This design comes from an exercise in tuning for small area, a short achievable clock period and few clock cycles on the open sky130 flow, not from production work.
Only simulation tests tie the RTL to the original design; equivalence was not proved.
Power figures rest on the tool's default switching activity, not on a simulated workload.

==> design/flow/run.sh <==
#!/bin/bash
# synth_recipe.tcl (not shown) runs the flow's synth.tcl, then flattens the netlist and writes it again
# the make line also repeats each setting of config.mk as NAME=value (left out here)
make -C /OpenROAD-flow-scripts/flow DESIGN_CONFIG=/design/flow/config.mk WORK_HOME=/design/flow/orfs CLKGATE_MAP_FILE= SYNTH_SCRIPT=/design/flow/synth_recipe.tcl finish
==> design/flow/config.mk <==
export PLATFORM = sky130hd
export DESIGN_NAME = hqc_encrypt
export DESIGN_NICKNAME = hqc_encrypt
export VERILOG_FILES = /design/flow/design.v
export SDC_FILE = /design/flow/constraint.sdc
export NUM_CORES = 4
export LEC_CHECK = 0
export CAP_MARGIN = 20
export CORE_MARGIN = 2
export CORE_UTILIZATION = 40
export SLEW_MARGIN = 20
==> design/flow/constraint.sdc <==
create_clock -name core_clock -period 5.5 [get_ports {clk}]
set_input_delay 1.1000 -clock core_clock [delete_from_list [all_inputs] [get_ports {clk}]]
set_output_delay 1.1000 -clock core_clock [all_outputs]
set_load 0.01 [all_outputs]
==> design/flow/design.v <==
package hqc_pkg;
    localparam int N = 67;
    localparam int WEIGHT = 3;
    localparam int LOC_W = 7;
    localparam int IDX_W = 2;
    localparam int WORD_W = 16;
    localparam int OUT_DEPTH = 5;
    localparam int WADDR_W = 3;
    localparam int PAD_W = WORD_W * OUT_DEPTH;
    typedef logic [N-1:0] poly_t;
    typedef logic [LOC_W-1:0] loc_t;
    typedef logic [WORD_W-1:0] word_t;
    typedef enum logic [1:0] {
        VEC_R1 = 2'd0,
        VEC_R2 = 2'd1,
        VEC_E  = 2'd2
    } vec_sel_t;
    typedef struct packed {
        logic             en;
        vec_sel_t         vec;
        logic [IDX_W-1:0] idx;
        loc_t             loc;
    } loc_wr_t;
    typedef struct packed {
        logic               en;
        logic               is_v;
        logic [WADDR_W-1:0] addr;
        word_t              data;
    } ct_wr_t;
    typedef struct packed {
        logic               en;
        logic               is_v;
        logic [WADDR_W-1:0] addr;
    } ct_rd_t;
endpackage
`timescale 1ns/1ps
module word_mem #(
    parameter int WIDTH = 1,
    parameter int DEPTH = 2
) (
    input  logic                                       clk,
    input  logic                                       we,
    input  logic [((DEPTH > 1) ? $clog2(DEPTH) : 1)-1:0] addr,
    input  logic [WIDTH-1:0]                           wdata,
    output logic [WIDTH-1:0]                           rdata
);
    logic [WIDTH-1:0] mem [DEPTH];
    always_ff @(posedge clk) begin
        if (we) begin
            mem[addr] <= wdata;
        end
        rdata <= mem[addr];
    end
endmodule
`timescale 1ns/1ps
module sparse_vector_bank (
    input  logic                      clk,
    input  hqc_pkg::loc_wr_t          loc_wr,
    input  logic [hqc_pkg::IDX_W-1:0] a_addr,
    output hqc_pkg::loc_t             a_loc,
    input  logic [hqc_pkg::IDX_W-1:0] b_addr,
    input  hqc_pkg::vec_sel_t         b_vec,
    output hqc_pkg::loc_t             b_loc
);
    logic we_r1;
    logic we_r2;
    logic we_e;
    logic [hqc_pkg::IDX_W-1:0] addr_r1;
    logic [hqc_pkg::IDX_W-1:0] addr_r2;
    logic [hqc_pkg::IDX_W-1:0] addr_e;
    hqc_pkg::loc_t r1_q;
    hqc_pkg::loc_t e_q;
    hqc_pkg::vec_sel_t b_vec_q;
    assign we_r1 = loc_wr.en && (loc_wr.vec == hqc_pkg::VEC_R1);
    assign we_r2 = loc_wr.en && (loc_wr.vec == hqc_pkg::VEC_R2);
    assign we_e  = loc_wr.en && (loc_wr.vec == hqc_pkg::VEC_E);
    assign addr_r1 = we_r1 ? loc_wr.idx : b_addr;
    assign addr_r2 = we_r2 ? loc_wr.idx : a_addr;
    assign addr_e  = we_e  ? loc_wr.idx : b_addr;
    word_mem #(.WIDTH(hqc_pkg::LOC_W), .DEPTH(hqc_pkg::WEIGHT)) i_r1_mem (
        .clk   (clk),
        .we    (we_r1),
        .addr  (addr_r1),
        .wdata (loc_wr.loc),
        .rdata (r1_q)
    );
    word_mem #(.WIDTH(hqc_pkg::LOC_W), .DEPTH(hqc_pkg::WEIGHT)) i_r2_mem (
        .clk   (clk),
        .we    (we_r2),
        .addr  (addr_r2),
        .wdata (loc_wr.loc),
        .rdata (a_loc)
    );
    word_mem #(.WIDTH(hqc_pkg::LOC_W), .DEPTH(hqc_pkg::WEIGHT)) i_e_mem (
        .clk   (clk),
        .we    (we_e),
        .addr  (addr_e),
        .wdata (loc_wr.loc),
        .rdata (e_q)
    );
    always_ff @(posedge clk) begin
        b_vec_q <= b_vec;
    end
    assign b_loc = (b_vec_q == hqc_pkg::VEC_E) ? e_q : r1_q;
endmodule
`timescale 1ns/1ps
module sparse_dense_mult (
    input  logic                      clk,
    input  logic                      rst,
    input  logic                      start,
    input  logic                      use_s,
    input  hqc_pkg::poly_t            h,
    input  hqc_pkg::poly_t            s,
    output logic [hqc_pkg::IDX_W-1:0] loc_addr,
    input  hqc_pkg::loc_t             loc,
    output logic                      done,
    output hqc_pkg::poly_t            prod
);
    logic issuing;
    logic loc_vld;
    logic loc_last;
    hqc_pkg::poly_t operand;
    function automatic hqc_pkg::poly_t rotate_up(hqc_pkg::poly_t p, hqc_pkg::loc_t l);
        logic [2*hqc_pkg::N-1:0] twice;
        logic [hqc_pkg::LOC_W-1:0] sh;
        sh = (l >= hqc_pkg::N) ? (l - hqc_pkg::N) : l;
        twice = {p, p} << sh;
        rotate_up = twice[2*hqc_pkg::N-1:hqc_pkg::N];
    endfunction
    assign operand = use_s ? s : h;
    always_ff @(posedge clk) begin
        if (rst) begin
            issuing  <= 1'b0;
            loc_addr <= '0;
            loc_vld  <= 1'b0;
            loc_last <= 1'b0;
            done     <= 1'b0;
        end else begin
            loc_vld  <= issuing;
            loc_last <= issuing && (loc_addr == hqc_pkg::IDX_W'(hqc_pkg::WEIGHT - 1));
            done     <= loc_vld && loc_last;
            if (start) begin
                issuing  <= 1'b1;
                loc_addr <= '0;
            end else if (issuing) begin
                if (loc_addr == hqc_pkg::IDX_W'(hqc_pkg::WEIGHT - 1)) begin
                    issuing <= 1'b0;
                end else begin
                    loc_addr <= loc_addr + 1'b1;
                end
            end
        end
    end
    always_ff @(posedge clk) begin
        if (start) begin
            prod <= '0;
        end else if (loc_vld) begin
            prod <= prod ^ rotate_up(operand, loc);
        end
    end
endmodule
`timescale 1ns/1ps
module loc_based_adder (
    input  logic                      clk,
    input  logic                      rst,
    input  logic                      start,
    input  hqc_pkg::poly_t            base,
    output logic [hqc_pkg::IDX_W-1:0] loc_addr,
    input  hqc_pkg::loc_t             loc,
    output logic                      done,
    output hqc_pkg::poly_t            sum
);
    logic issuing;
    logic loc_vld;
    logic loc_last;
    function automatic hqc_pkg::poly_t loc_bit(hqc_pkg::loc_t l);
        logic [hqc_pkg::LOC_W-1:0] pos;
        pos = (l >= hqc_pkg::N) ? (l - hqc_pkg::N) : l;
        loc_bit = hqc_pkg::poly_t'(1) << pos;
    endfunction
    always_ff @(posedge clk) begin
        if (rst) begin
            issuing  <= 1'b0;
            loc_addr <= '0;
            loc_vld  <= 1'b0;
            loc_last <= 1'b0;
            done     <= 1'b0;
        end else begin
            loc_vld  <= issuing;
            loc_last <= issuing && (loc_addr == hqc_pkg::IDX_W'(hqc_pkg::WEIGHT - 1));
            done     <= loc_vld && loc_last;
            if (start) begin
                issuing  <= 1'b1;
                loc_addr <= '0;
            end else if (issuing) begin
                if (loc_addr == hqc_pkg::IDX_W'(hqc_pkg::WEIGHT - 1)) begin
                    issuing <= 1'b0;
                end else begin
                    loc_addr <= loc_addr + 1'b1;
                end
            end
        end
    end
    always_ff @(posedge clk) begin
        if (start) begin
            sum <= base;
        end else if (loc_vld) begin
            sum <= sum ^ loc_bit(loc);
        end
    end
endmodule
`timescale 1ns/1ps
module ciphertext_buffer (
    input  logic            clk,
    input  hqc_pkg::ct_wr_t ct_wr,
    input  hqc_pkg::ct_rd_t rd,
    output hqc_pkg::word_t  rd_data
);
    logic u_we;
    logic v_we;
    logic [hqc_pkg::WADDR_W-1:0] u_addr;
    logic [hqc_pkg::WADDR_W-1:0] v_addr;
    hqc_pkg::word_t u_q;
    hqc_pkg::word_t v_q;
    logic rd_is_v_q;
    assign u_we = ct_wr.en && !ct_wr.is_v;
    assign v_we = ct_wr.en && ct_wr.is_v;
    assign u_addr = u_we ? ct_wr.addr : rd.addr;
    assign v_addr = v_we ? ct_wr.addr : rd.addr;
    word_mem #(.WIDTH(hqc_pkg::WORD_W), .DEPTH(hqc_pkg::OUT_DEPTH)) i_u_mem (
        .clk   (clk),
        .we    (u_we),
        .addr  (u_addr),
        .wdata (ct_wr.data),
        .rdata (u_q)
    );
    word_mem #(.WIDTH(hqc_pkg::WORD_W), .DEPTH(hqc_pkg::OUT_DEPTH)) i_v_mem (
        .clk   (clk),
        .we    (v_we),
        .addr  (v_addr),
        .wdata (ct_wr.data),
        .rdata (v_q)
    );
    always_ff @(posedge clk) begin
        if (rd.en) begin
            rd_is_v_q <= rd.is_v;
        end
    end
    assign rd_data = rd_is_v_q ? v_q : u_q;
endmodule
`timescale 1ns/1ps
module encrypt_ctrl (
    input  logic              clk,
    input  logic              rst,
    input  logic              start,
    output logic              done,
    output logic              mult_start,
    output logic              mult_use_s,
    input  logic              mult_done,
    input  hqc_pkg::poly_t    prod,
    output logic              add_start,
    output hqc_pkg::vec_sel_t add_vec,
    output hqc_pkg::poly_t    add_base,
    input  logic              add_done,
    input  hqc_pkg::poly_t    sum,
    input  hqc_pkg::poly_t    cw,
    output hqc_pkg::ct_wr_t   ct_wr
);
    typedef enum logic [2:0] {
        ST_IDLE   = 3'd0,
        ST_MULT_H = 3'd1,
        ST_ADD_R1 = 3'd2,
        ST_COPY_U = 3'd3,
        ST_MULT_S = 3'd4,
        ST_ADD_E  = 3'd5,
        ST_COPY_V = 3'd6
    } state_t;
    state_t state;
    logic [hqc_pkg::WADDR_W-1:0] word;
    hqc_pkg::poly_t copy_src;
    logic [hqc_pkg::PAD_W-1:0] copy_pad;
    assign add_base = prod;
    assign copy_src = (state == ST_COPY_V) ? (sum ^ cw) : sum;
    assign copy_pad = {{(hqc_pkg::PAD_W - hqc_pkg::N){1'b0}}, copy_src};
    always_comb begin
        ct_wr.en   = (state == ST_COPY_U) || (state == ST_COPY_V);
        ct_wr.is_v = (state == ST_COPY_V);
        ct_wr.addr = word;
        ct_wr.data = copy_pad[word * hqc_pkg::WORD_W +: hqc_pkg::WORD_W];
    end
    always_ff @(posedge clk) begin
        if (rst) begin
            state      <= ST_IDLE;
            word       <= '0;
            mult_start <= 1'b0;
            mult_use_s <= 1'b0;
            add_start  <= 1'b0;
            add_vec    <= hqc_pkg::VEC_R1;
            done       <= 1'b0;
        end else begin
            mult_start <= 1'b0;
            add_start  <= 1'b0;
            done       <= 1'b0;
            case (state)
                ST_IDLE: begin
                    if (start) begin
                        mult_start <= 1'b1;
                        mult_use_s <= 1'b0;
                        state      <= ST_MULT_H;
                    end
                end
                ST_MULT_H: begin
                    if (mult_done) begin
                        add_start <= 1'b1;
                        add_vec   <= hqc_pkg::VEC_R1;
                        state     <= ST_ADD_R1;
                    end
                end
                ST_ADD_R1: begin
                    if (add_done) begin
                        state <= ST_COPY_U;
                    end
                end
                ST_COPY_U: begin
                    if (word == hqc_pkg::WADDR_W'(hqc_pkg::OUT_DEPTH - 1)) begin
                        word       <= '0;
                        mult_start <= 1'b1;
                        mult_use_s <= 1'b1;
                        state      <= ST_MULT_S;
                    end else begin
                        word <= word + 1'b1;
                    end
                end
                ST_MULT_S: begin
                    if (mult_done) begin
                        add_start <= 1'b1;
                        add_vec   <= hqc_pkg::VEC_E;
                        state     <= ST_ADD_E;
                    end
                end
                ST_ADD_E: begin
                    if (add_done) begin
                        state <= ST_COPY_V;
                    end
                end
                ST_COPY_V: begin
                    if (word == hqc_pkg::WADDR_W'(hqc_pkg::OUT_DEPTH - 1)) begin
                        word  <= '0;
                        done  <= 1'b1;
                        state <= ST_IDLE;
                    end else begin
                        word <= word + 1'b1;
                    end
                end
                default: begin
                    state <= ST_IDLE;
                end
            endcase
        end
    end
endmodule
`timescale 1ns/1ps
module hqc_encrypt (
    input  logic        clk,
    input  logic        rst,
    input  logic        start,
    input  logic        loc_wr_en,
    input  logic [1:0]  loc_wr_vec,
    input  logic [1:0]  loc_wr_idx,
    input  logic [6:0]  loc_wr_loc,
    input  logic [66:0] h,
    input  logic [66:0] s,
    input  logic [66:0] cw,
    input  logic        rd_en,
    input  logic        rd_is_v,
    input  logic [2:0]  rd_addr,
    output logic        done,
    output logic [15:0] rd_data
);
    hqc_pkg::loc_wr_t loc_wr;
    hqc_pkg::ct_rd_t rd;
    assign loc_wr = {loc_wr_en, loc_wr_vec, loc_wr_idx, loc_wr_loc};
    assign rd = {rd_en, rd_is_v, rd_addr};
    logic mult_start;
    logic mult_use_s;
    logic mult_done;
    logic add_start;
    logic add_done;
    hqc_pkg::vec_sel_t add_vec;
    logic [hqc_pkg::IDX_W-1:0] mult_loc_addr;
    logic [hqc_pkg::IDX_W-1:0] add_loc_addr;
    hqc_pkg::loc_t mult_loc;
    hqc_pkg::loc_t add_loc;
    hqc_pkg::poly_t prod;
    hqc_pkg::poly_t sum;
    hqc_pkg::poly_t add_base;
    hqc_pkg::ct_wr_t ct_wr;
    sparse_vector_bank i_bank (
        .clk    (clk),
        .loc_wr (loc_wr),
        .a_addr (mult_loc_addr),
        .a_loc  (mult_loc),
        .b_addr (add_loc_addr),
        .b_vec  (add_vec),
        .b_loc  (add_loc)
    );
    sparse_dense_mult i_mult (
        .clk      (clk),
        .rst      (rst),
        .start    (mult_start),
        .use_s    (mult_use_s),
        .h        (h),
        .s        (s),
        .loc_addr (mult_loc_addr),
        .loc      (mult_loc),
        .done     (mult_done),
        .prod     (prod)
    );
    loc_based_adder i_adder (
        .clk      (clk),
        .rst      (rst),
        .start    (add_start),
        .base     (add_base),
        .loc_addr (add_loc_addr),
        .loc      (add_loc),
        .done     (add_done),
        .sum      (sum)
    );
    ciphertext_buffer i_ctbuf (
        .clk     (clk),
        .ct_wr   (ct_wr),
        .rd      (rd),
        .rd_data (rd_data)
    );
    encrypt_ctrl i_ctrl (
        .clk        (clk),
        .rst        (rst),
        .start      (start),
        .done       (done),
        .mult_start (mult_start),
        .mult_use_s (mult_use_s),
        .mult_done  (mult_done),
        .prod       (prod),
        .add_start  (add_start),
        .add_vec    (add_vec),
        .add_base   (add_base),
        .add_done   (add_done),
        .sum        (sum),
        .cw         (cw),
        .ct_wr      (ct_wr)
    );
endmodule
==> results by group <==
Timing
  – Final hold violation count: 0
  – Final WS setup: 0.213 ns
  – Total negative slack: 0 ns
  – Worst slew pin tran: 1.15 ns
  – Final setup vio count: 0
  – Slew Limit Fails: 0
  – Clk_skew: 0.0361 ns
  – Rel. slew slack: 22.5%
  – Top achievable clock speed: 189 MHz
  – RSZ-0062 raised after global routing: false
  – Tcrit/Tclk final: 96.1%
  – Tmin final: 5.29 ns

Critical path
  – CP Launch Type: flop
  – CP Data Required Time: 5.99 ns
  – Critical Path Source: i_bank.i_r2_mem.rdata[0]
  – Critical path class: reg2reg
  – Critical R2R Capture: i_mult.prod[37]
  – Reg-to-reg startpoint: i_bank.i_r2_mem.rdata[0]
  – R2R depth: 12
  – Critical Path Sink Type: flop
  – R2R setup slack: 0.21 ns
  – WP data arrival: 5.77 ns
  – Crit path capture: i_mult.prod[37]
  – Critical path fanouts, max: 25

Drt
  – Drt drc: 0
  – Initial DRC Count: 4375
  – Final ANT Viol Nets: 0
  – Vias per cell: 6.47
  – Via Count: 28900
  – Post-DR wirelength/cell: 28.1 µm
  – DR pass1 iterations: 9
  – Final wirelength: 125000 µm

Clocking
  – CTS tree: yes
  – Total CTS buffers: 46
  – Number of H-tree levels: 2
  – Worst-Skew Late Latency: 0.61 ns
  – Longest Clk Path Bufs: 3
  – Post-cts sizing count: 0
  – Clk slew on worst S/H paths: 0.06 ns
  – Post-CTS setup buffer count: 0
  – CTS Hold Buffers Added: 0
  – CTS root buf: clkbuf_16
  – CTS sink count: 435

Yosys
  – Mapped Nets: 3496
  – Ys async rst share: 0%
  – Syn_area_per_cell: 9.25 µm²
  – Register bit total from synthesis: 435
  – Synth Flop Type: edfxtp_1
  – Fraction of the mapped netlist area in simple logic gates: 17.9%
  – Compound-Gate Fraction of Synth Area: 21.3%
  – Synth Warn #: 7
  – Top cell type's share of synthesized area: 28.9%
  – Adder-cell share of the synthesized area: 0.248%
  – Syn Inst Count: 3269
  – EDFF count, synth: 291
  – Synth area leaders: edfxtp_1, dfxtp_1, mux2i_1
  – Dominant cell type by area after synthesis: edfxtp_1
  – Synthesized area: 0.0302 mm²
  – Fraction of synthesized area in multiplexers: 13.7%
  – Unique masters post-synth: 103
  – Largest family of logic cells by synthesized area: compound AO/OA/AOI/OAI gates
  – Xor/xnor share of the synthesized area: 4.17%
  – Seq/Total Area, Yosys: 38.4%

Die
  – Core Box Area: 0.0747 mm²
  – Die W: 279 µm
  – I/O pins: 238
  – Floorplan row count: 100
  – Die H: 279 µm
  – Initial core utilization: 40.5%
  – Die area: 0.0778 mm²

Power
  – P_leak: 12.2 nW
  – Pwr/cell area: 339 mW/mm²
  – Max IR drop VDD: 0.000261 V

Global routing
  – Vias in the first global route: 26700
  – Tot GR Track Use: 31.4%
  – Pin count of the biggest net entering global routing: 86
  – First-pass GRT wire length: 183000 µm
  – GRT overflow: 0
  – Initial antenna violation count: 1

Layout
  – Commonest non-fill, non-tap cell in the layout: nand2_1
  – Share of cells above drive strength 1: 14.3%
  – Ant. Diodes: 0
  – Commonest non-fill, non-tap cells in the layout: nand2_1, edfxtp_1, nor2_1, clkdlybuf4s50_1, mux2i_1
  – Area Overhead vs Synth: 18.4%
  – Final net count: 3685

Place
  – Buffers on Ports: 237
  – Final GP Congestion: 1.04
  – HPWL Detailed: 95500 µm
  – Post-Place Setup Slack: 0.419 ns

Flow run
  – Max-cap viol count: 0

Hold path
  – Hold Path Class: reg2reg

Status
  – Status: finished clean
## sequential cells by signal (all words and copies together), names as in the netlist, 2 cells and up
| signal | flops |
|---|---|
| i_ctbuf.i_u_mem.mem | 80 |
| i_bank.i_r1_mem.rdata | 7 |
| i_mult.loc_addr | 2 |
| i_ctrl.state | 3 |
| i_bank.i_r2_mem.rdata | 7 |
| i_ctbuf.i_u_mem.rdata | 16 |
| i_bank.i_r2_mem.mem | 21 |
| i_ctbuf.i_v_mem.rdata | 16 |
| i_bank.i_e_mem.mem | 21 |
| i_bank.i_e_mem.rdata | 7 |
| i_adder.sum | 67 |
| i_mult.prod | 67 |
| i_ctbuf.i_v_mem.mem | 80 |
| i_adder.loc_addr | 2 |
| i_ctrl.word | 3 |
| i_bank.i_r1_mem.mem | 21 |
## through the flow
step | total power, W | std cells | util (%) | area, µm² | hold slack [ns]
after CTS | 0.0120 | 4463 | 47.9 | 35800 | 0.375
after detailed placement | 0.00870 | 4378 | 45.8 | 34200 | 0.363
after global routing | 0.0125 | 4464 | 48.0 | 35800 | 0.383
final | 0.0121 | 4464 | 48.0 | 35800 | 0.376
after global placement | 0.00871 | 4377 | 45.8 | 34200 | 0.364
after floorplan | 0.00665 | 3269 | - | 30200 | 0.346
## power by group
part	switching, W	internal [W]
Clock	0.00135	0.00190
Sequential	0.000180	0.00365
Combinational	0.00327	0.00179
## cell type report
| type | count | area (µm²) |
|---|---|---|
| fill | 7096 | 38900 |
| multi-input combinational | 2542 | 17500 |
| sequential | 435 | 11600 |
| timing repair buffer | 417 | 3850 |
| tap | 969 | 1210 |
| clock buffer | 56 | 1190 |
| clock inverter | 29 | 397 |
| inverter | 16 | 60.1 |
## routing by layer
layer / routed length, µm / part of all wire (%) / track usage, % / up-vias
li1: - / - / - / 12900
met1: 55700 / 44 / 46.3 / 14000
met2: 52300 / 42 / 45.4 / 1740
met3: 12100 / 9.6 / 5.68 / 270
met4: 5340 / 4.3 / 11.6 / 2
met5: 15 / 0.012 / 0 / -
## kinds of logic after synthesis
logic type / after synthesis
compound gates: 893
mux: 354
simple gates: 1146
flops: 435
fa+ha+maj: 6
buf+inv: 292
xor+xnor: 143
## synthesized netlist by cell type, types with 16 or more instances
cell type	n
nand2b_1	23
or3_1	33
o22ai_1	39
nor4_1	46
mux2_2	129
nand3_1	89
nand2_1	356
edfxtp_1	291
a221o_1	23
dfxtp_1	144
xor2_1	95
buf_1	32
a21o_1	17
a31oi_1	38
a21oi_1	137
nor2b_1	65
o31ai_1	22
nor3_1	111
a211oi_1	69
a221oi_1	21
and2_1	16
o221ai_1	61
o211ai_1	78
a22oi_1	28
mux4_2	34
clkbuf_1	160
xnor2_1	47
mux2i_1	184
o2111ai_1	18
nand4_1	39
and3_1	17
o21ai_0	158
buf_2	59
nor2_1	287
## worst min-delay path by stage
| stage | start | to | slack, ns | depth (start not counted) |
|---|---|---|---|---|
| 6_report | i_ctrl.add_vec[1] | i_bank.b_vec_q[1] | 0.38 | 0 |
| 5_1_grt | i_ctrl.add_vec[1] | i_bank.b_vec_q[1] | 0.38 | 0 |
| 4_1_cts | i_ctrl.add_vec[1] | i_bank.b_vec_q[1] | 0.37 | 0 |
| 3_5_place_dp | i_ctrl.add_vec[1] | i_bank.b_vec_q[1] | 0.36 | 0 |
| 3_3_place_gp | i_ctrl.add_vec[1] | i_bank.b_vec_q[1] | 0.36 | 0 |
| 2_1_floorplan | i_ctrl.add_vec[1] | i_bank.b_vec_q[1] | 0.35 | 0 |
## critical path, cell delays in order (launching register included)
cell and delay [ns]:
dfxtp_4 0.48, ha_1 0.54, nand2b_1 0.33, xor2_1 0.65
nor2_4 0.30, buf_12 0.25, nor3_1 0.61, nor2_1 0.13
a22o_1 0.35, a222oi_1 0.66, nor2_1 0.09, a211oi_1 0.41
mux2_1 0.36
Testbench counts, summed over its fixed seeds: cycles 13,440.

-- afterwards: timing with drivers on the ports --
The results above use ideal ports. As a check the final layout listed here was re-extracted and re-timed, cells and wires unchanged.
Step 1 assumes that a clkbuf_16 drives the clock port and a buf_2 every other input.
Step 2 times the ports against the registers' clock, not the clock port: input delays grow and output delays shrink by t, the midpoint of the rising clock arrivals with the driver on.
Slacks: ideal ports / drivers / drivers and shift; pairs: ideal ports / drivers.
shift t [ns]: 0.661
setup WS [ns]: 0.213 / 0.213 / 0.213
worst setup path after step 2: register to register
slew at the worst register clock pin (ns): 0.07 / 0.07
After both steps setup and hold are still met in this run. For this run, drivers alone change the setup slack by 0.000 ns; drivers and shift together by 0.000 ns.
